What follows belongs to an exercise in optimizing a design on an open flow for small area, a short achievable clock period and few clock cycles per item; a production flow would make more cautious choices. The RTL was checked by simulation tests, not by an equivalence proof against the original design. Power and IR drop assume default switching activity.

// proc_mc
module proc_mc
#(
    parameter  int BUSW   = 32,
    parameter  int RWORDS = 16,
    parameter  int IMMW   = 12,
    parameter  int PSRW   = 5,
    localparam int RINDW  = $clog2(RWORDS)
) (
    input  logic             clk,
    input  logic             rst,
    input  logic             in_valid,
    output logic             in_ready,
    input  logic [3:0]       opcode,
    input  logic             src_is_imm,
    input  logic [IMMW-1:0]  src_op,
    input  logic [RINDW-1:0] dst_op,
    output logic [BUSW-1:0]  res,
    output logic             res_valid,
    output logic [PSRW-1:0]  status,
    output logic             br_taken,
    output logic             halted,
    output logic             illegal
);
clock: 9.0 ns
lec_check: 0
abc_clock_period_in_ps: 3000
cap_margin: 20
core_margin: 2
core_utilization: 40
setup_slack_margin: 5
slew_margin: 20
standard.sh (not shown) runs the stock make flow with config.mk's settings and CLKGATE_MAP_FILE= SYNTH_SCRIPT=/design/flow/synth_recipe.tcl, a recipe that flattens the netlist after the stock synthesis.
==> flow/flow/run.sh <==
#!/bin/bash
# Standard ORFS layout, with repair_timing aiming for more setup slack.
set -euo pipefail
bash standard.sh SETUP_SLACK_MARGIN=7 finish > standard.log 2>&1
Testbench counts at the start, summed over its fixed seeds: cycles 16,032, items 16,000.
Next try:
==> flow/run.sh (new file) <==
#!/bin/bash
# synth_recipe.tcl (not shown) runs the flow's synth.tcl, then flattens the netlist and writes it again
# the make line also repeats each setting of config.mk as NAME=value (left out here)
make -C /OpenROAD-flow-scripts/flow DESIGN_CONFIG=/design/flow/config.mk WORK_HOME=/design/flow/orfs CLKGATE_MAP_FILE= SYNTH_SCRIPT=/design/flow/synth_recipe.tcl finish
- ABC_CLOCK_PERIOD_IN_PS: 3000 -> default
- SETUP_SLACK_MARGIN: 5 -> default
removed: flow/flow/run.sh
removed: flow/standard.sh
Outcome: The changed run produced a clean layout; design area drops by 12%; power went down by 1.0%; die area stays the same; routed wire length falls by 11%; via count came out lower by 6.9%; first-iteration DRC count fell by 17%; clock power rose by 7.8%.


proc_mc, a different RTL version from the one above (not shown whole).
Size in the first run: ~2600 cells after synthesis, ~710 flip-flops, about 32000 um2 of cells after synthesis.
export LEC_CHECK = 0
export ABC_CLOCK_PERIOD_IN_PS = 3000
export CAP_MARGIN = 20
export CORE_MARGIN = 2
export CORE_UTILIZATION = 40
export CTS_CLUSTER_DIAMETER = 80
export CTS_CLUSTER_SIZE = 30
export SETUP_SLACK_MARGIN = 5
export SLEW_MARGIN = 20
create_clock -name core_clock -period 9.0 [get_ports {clk}]
==> flow/flow/run.sh <==
#!/bin/bash
# Standard ORFS layout, with repair_timing aiming for more setup slack.
set -euo pipefail
bash standard.sh SETUP_SLACK_MARGIN=6 finish > standard.log 2>&1
The starting point finished with timing, DRC and antenna clean.
Testbench counts at the start, summed over its fixed seeds: cycles 16,032, items 16,000.
Then changed:
==> flow/flow/run.sh (replaced) <==
#!/bin/bash
# Standard ORFS layout, with repair_timing aiming for more setup slack and a
# shorter H-tree wire segment unit for clock tree synthesis.
set -euo pipefail
bash standard.sh SETUP_SLACK_MARGIN=6 \
  "CTS_ARGS=-sink_clustering_enable -repair_clock_nets -sink_clustering_size 22 -sink_clustering_max_diameter 100 -wire_unit 5" \
  finish > standard.log 2>&1
--- a/flow/config.mk
+++ b/flow/config.mk
@@ -12,2 +12,2 @@
-export CTS_CLUSTER_DIAMETER = 80
-export CTS_CLUSTER_SIZE = 30
+export CTS_CLUSTER_DIAMETER = 100
+export CTS_CLUSTER_SIZE = 22
Outcome:
- synthesized area stays the same
- core utilization drops by 0.23 points
- non-clock buffer count stays the same
- fmax is higher by about 1.7%
- total power goes down by about 3%
- final area drops by 0.52%
Then changed:
--- a/flow/flow/run.sh
+++ b/flow/flow/run.sh
@@ -5 +5 @@
-bash standard.sh SETUP_SLACK_MARGIN=6 \
+bash standard.sh SETUP_SLACK_MARGIN=6.15 \
--- a/flow/config.mk
+++ b/flow/config.mk
@@ -11 +11 @@
-export CORE_UTILIZATION = 40
+export CORE_UTILIZATION = 30
Cell area increases by about 2%. Register-to-register slack improved by 0.18 ns. Worst hold slack stays flat. Sequential power stays flat. Via count decreases by about 1.1%. Die area increases by about 33%. Clock power increases by about 5%. Count of clock-buffer cells in the layout increases by 3. Core utilization decreases by 11 points. Power increases by 1.8%.
Then changed:
==> flow/flow/run.sh (replaced) <==
#!/bin/bash
# Standard ORFS layout, with repair_timing aiming for more setup slack.
set -euo pipefail
bash standard.sh SETUP_SLACK_MARGIN=6 finish > standard.log 2>&1
--- a/flow/config.mk
+++ b/flow/config.mk
@@ -11 +11 @@
-export CORE_UTILIZATION = 30
+export CORE_UTILIZATION = 40
Outcome:
- power went down slightly
- sequential power is about the same
- core utilization climbs by 11 points
- die area goes down by a quarter to a third
- design area fell slightly
- via count came out higher slightly


## v14
proc_mc with an RTL version that a note above also has.
For scale: about 3000 cells after synthesis, about 730 flip-flops, roughly 66 I/O pins, roughly 35000 sq um of cells after synthesis.
export LEC_CHECK = 0
export ABC_CLOCK_PERIOD_IN_PS = 3000
export CAP_MARGIN = 20
export CORE_MARGIN = 2
export CORE_UTILIZATION = 40
export CTS_BUF_LIST = sky130_fd_sc_hd__clkbuf_4 sky130_fd_sc_hd__clkbuf_8
export SETUP_SLACK_MARGIN = 5
export SLEW_MARGIN = 20
create_clock -name core_clock -period 9.0 [get_ports {clk}]
==> flow/flow/run.sh <==
#!/bin/bash
# Standard ORFS layout, with repair_timing aiming for more setup slack.
set -euo pipefail
bash standard.sh SETUP_SLACK_MARGIN=6 finish > standard.log 2>&1
v14 reached the end of the flow, and the finished layout is clean on the timing, design-rule and antenna checks.
Testbench counts of v14, summed over its fixed seeds: cycles 16,032, items 16,000.
### v14 -> v5
# v14
export LEC_CHECK = 0
export ABC_CLOCK_PERIOD_IN_PS = 3000
export CAP_MARGIN = 20
export CORE_MARGIN = 2
export CORE_UTILIZATION = 40
export CTS_BUF_LIST = sky130_fd_sc_hd__clkbuf_4 sky130_fd_sc_hd__clkbuf_8
export SETUP_SLACK_MARGIN = 5
export SLEW_MARGIN = 20
create_clock -name core_clock -period 9.0 [get_ports {clk}]
# v5
export LEC_CHECK = 0
export ABC_CLOCK_PERIOD_IN_PS = 3000
export CAP_MARGIN = 20
export CORE_MARGIN = 2
export CORE_UTILIZATION = 40
export SETUP_SLACK_MARGIN = 5
export SLEW_MARGIN = 20
create_clock -name core_clock -period 9.0 [get_ports {clk}]
==> flow/run.sh (new file) <==
#!/bin/bash
# synth_recipe.tcl (not shown) runs the flow's synth.tcl, then flattens the netlist and writes it again
# the make line also repeats each setting of config.mk as NAME=value (left out here)
make -C /OpenROAD-flow-scripts/flow DESIGN_CONFIG=/design/flow/config.mk WORK_HOME=/design/flow/orfs CLKGATE_MAP_FILE= SYNTH_SCRIPT=/design/flow/synth_recipe.tcl finish
removed: flow/flow/run.sh
removed: flow/standard.sh
==> summary.txt <==
Measured against each other, v5 and v14 differ in post-route cell area, the higher figure coming from v14.
[compare] base=v14 new=v5: non-clock buffer contribution to total cell area went down 0.43 points; total number of vias went down 701; total placed cells including tap cells held; first-iteration DRC count went down 748.
Against v14 as the reference, v5 delivers a higher worst hold slack.
Leakage power summed over all cells | v5 below v14
Non-clock buffer count, v5 and v14: larger value in v14
Of the two values seen for end of the critical path, in_ready was produced by v14 and e_y_q[26]$_DFF_P_ by v5.
Going from v14 to v5, total power grows by 0.60 mW.
The global routing usage summed across all routing layers in v5 sits 0.63 points below the value recorded for v14.
The number of nets in the layout in v5 was lower than what v14 gave.
What v8 does differently from v5 at the input level:
# v5
export LEC_CHECK = 0
export ABC_CLOCK_PERIOD_IN_PS = 3000
export CAP_MARGIN = 20
export CORE_MARGIN = 2
export CORE_UTILIZATION = 40
export SETUP_SLACK_MARGIN = 5
export SLEW_MARGIN = 20
create_clock -name core_clock -period 9.0 [get_ports {clk}]
# v8
export LEC_CHECK = 0
export ABC_CLOCK_PERIOD_IN_PS = 3000
export CAP_MARGIN = 20
export CORE_MARGIN = 2
export CORE_UTILIZATION = 40
export CTS_BUF_LIST = sky130_fd_sc_hd__clkbuf_8
export CTS_CLUSTER_SIZE = 30
export SETUP_SLACK_MARGIN = 5
export SLEW_MARGIN = 20
create_clock -name core_clock -period 9.0 [get_ports {clk}]
==> flow/flow/run.sh (new file) <==
#!/bin/bash
# Standard ORFS layout, with repair_timing aiming for more setup slack.
set -euo pipefail
bash standard.sh SETUP_SLACK_MARGIN=6 finish > standard.log 2>&1
==> flow/standard.sh (new file) <==
#!/bin/bash
# synth_recipe.tcl (not shown) runs the flow's synth.tcl, then flattens the netlist and writes it again
# the make line also repeats each setting of config.mk as NAME=value (left out here)
make -C /OpenROAD-flow-scripts/flow DESIGN_CONFIG=/design/flow/config.mk WORK_HOME=/design/flow/orfs CLKGATE_MAP_FILE= SYNTH_SCRIPT=/design/flow/synth_recipe.tcl "${@:-finish}"
removed: flow/run.sh
## What came out
Going from v5 to v8, combinational cell fraction of total power picked up an extra 0.8 points; layout inverter count without the clock tree up 1.2%; global-route usage moved up; layout buffer count excluding clock buffers went up by 20.

## separate check: timing with driven ports
No port has a modelled driver above. Below, the same layouts with a new extraction and two added sets of constraints.
Step 1: set_driving_cell puts a clkbuf_16 on clk and a buf_2 on each other input, an assumption about the parent block.
Step 2 moves the port delays by t, midway between the first and last clock arrival at a register: inputs arrive t later, outputs are due t later. That takes back most of the time a late clock gives input paths.
Slacks: ideal / step 1 / step 2; pairs: ideal / step 1.
| run | shift t [ns] | slack for setup (ns) | worst setup path after step 2 |
|---|---|---|---|
| the first run of note 1 | 0.703 | 6.023 / 5.956 / 6.186 | register to register |
| the second run of note 1 | 0.690 | 4.727 / 4.727 / 4.727 | register to register |
| the first run of note 2 | 0.676 | 5.940 / 5.924 / 5.378 | input to register |
| the second run of note 2 | 0.624 | 5.992 / 5.965 / 5.453 | input to register |
| the third run of note 2 | 0.642 | 6.009 / 5.942 / 5.530 | input to register |
| the fourth run of note 2 | 0.663 | 5.950 / 5.949 / 5.541 | input to register |
| v14 | 0.782 | 5.931 / 5.868 / 6.000 | register to register |
| v5 | 0.695 | 5.154 / 5.154 / 5.154 | register to register |
| v8 | 0.784 | 5.928 / 5.860 / 5.972 | register to register |
After both steps every run listed still meets setup and hold. For the first run of note 2, which loses most, drivers alone change the setup slack by -0.016 ns; drivers and shift together by -0.562 ns.
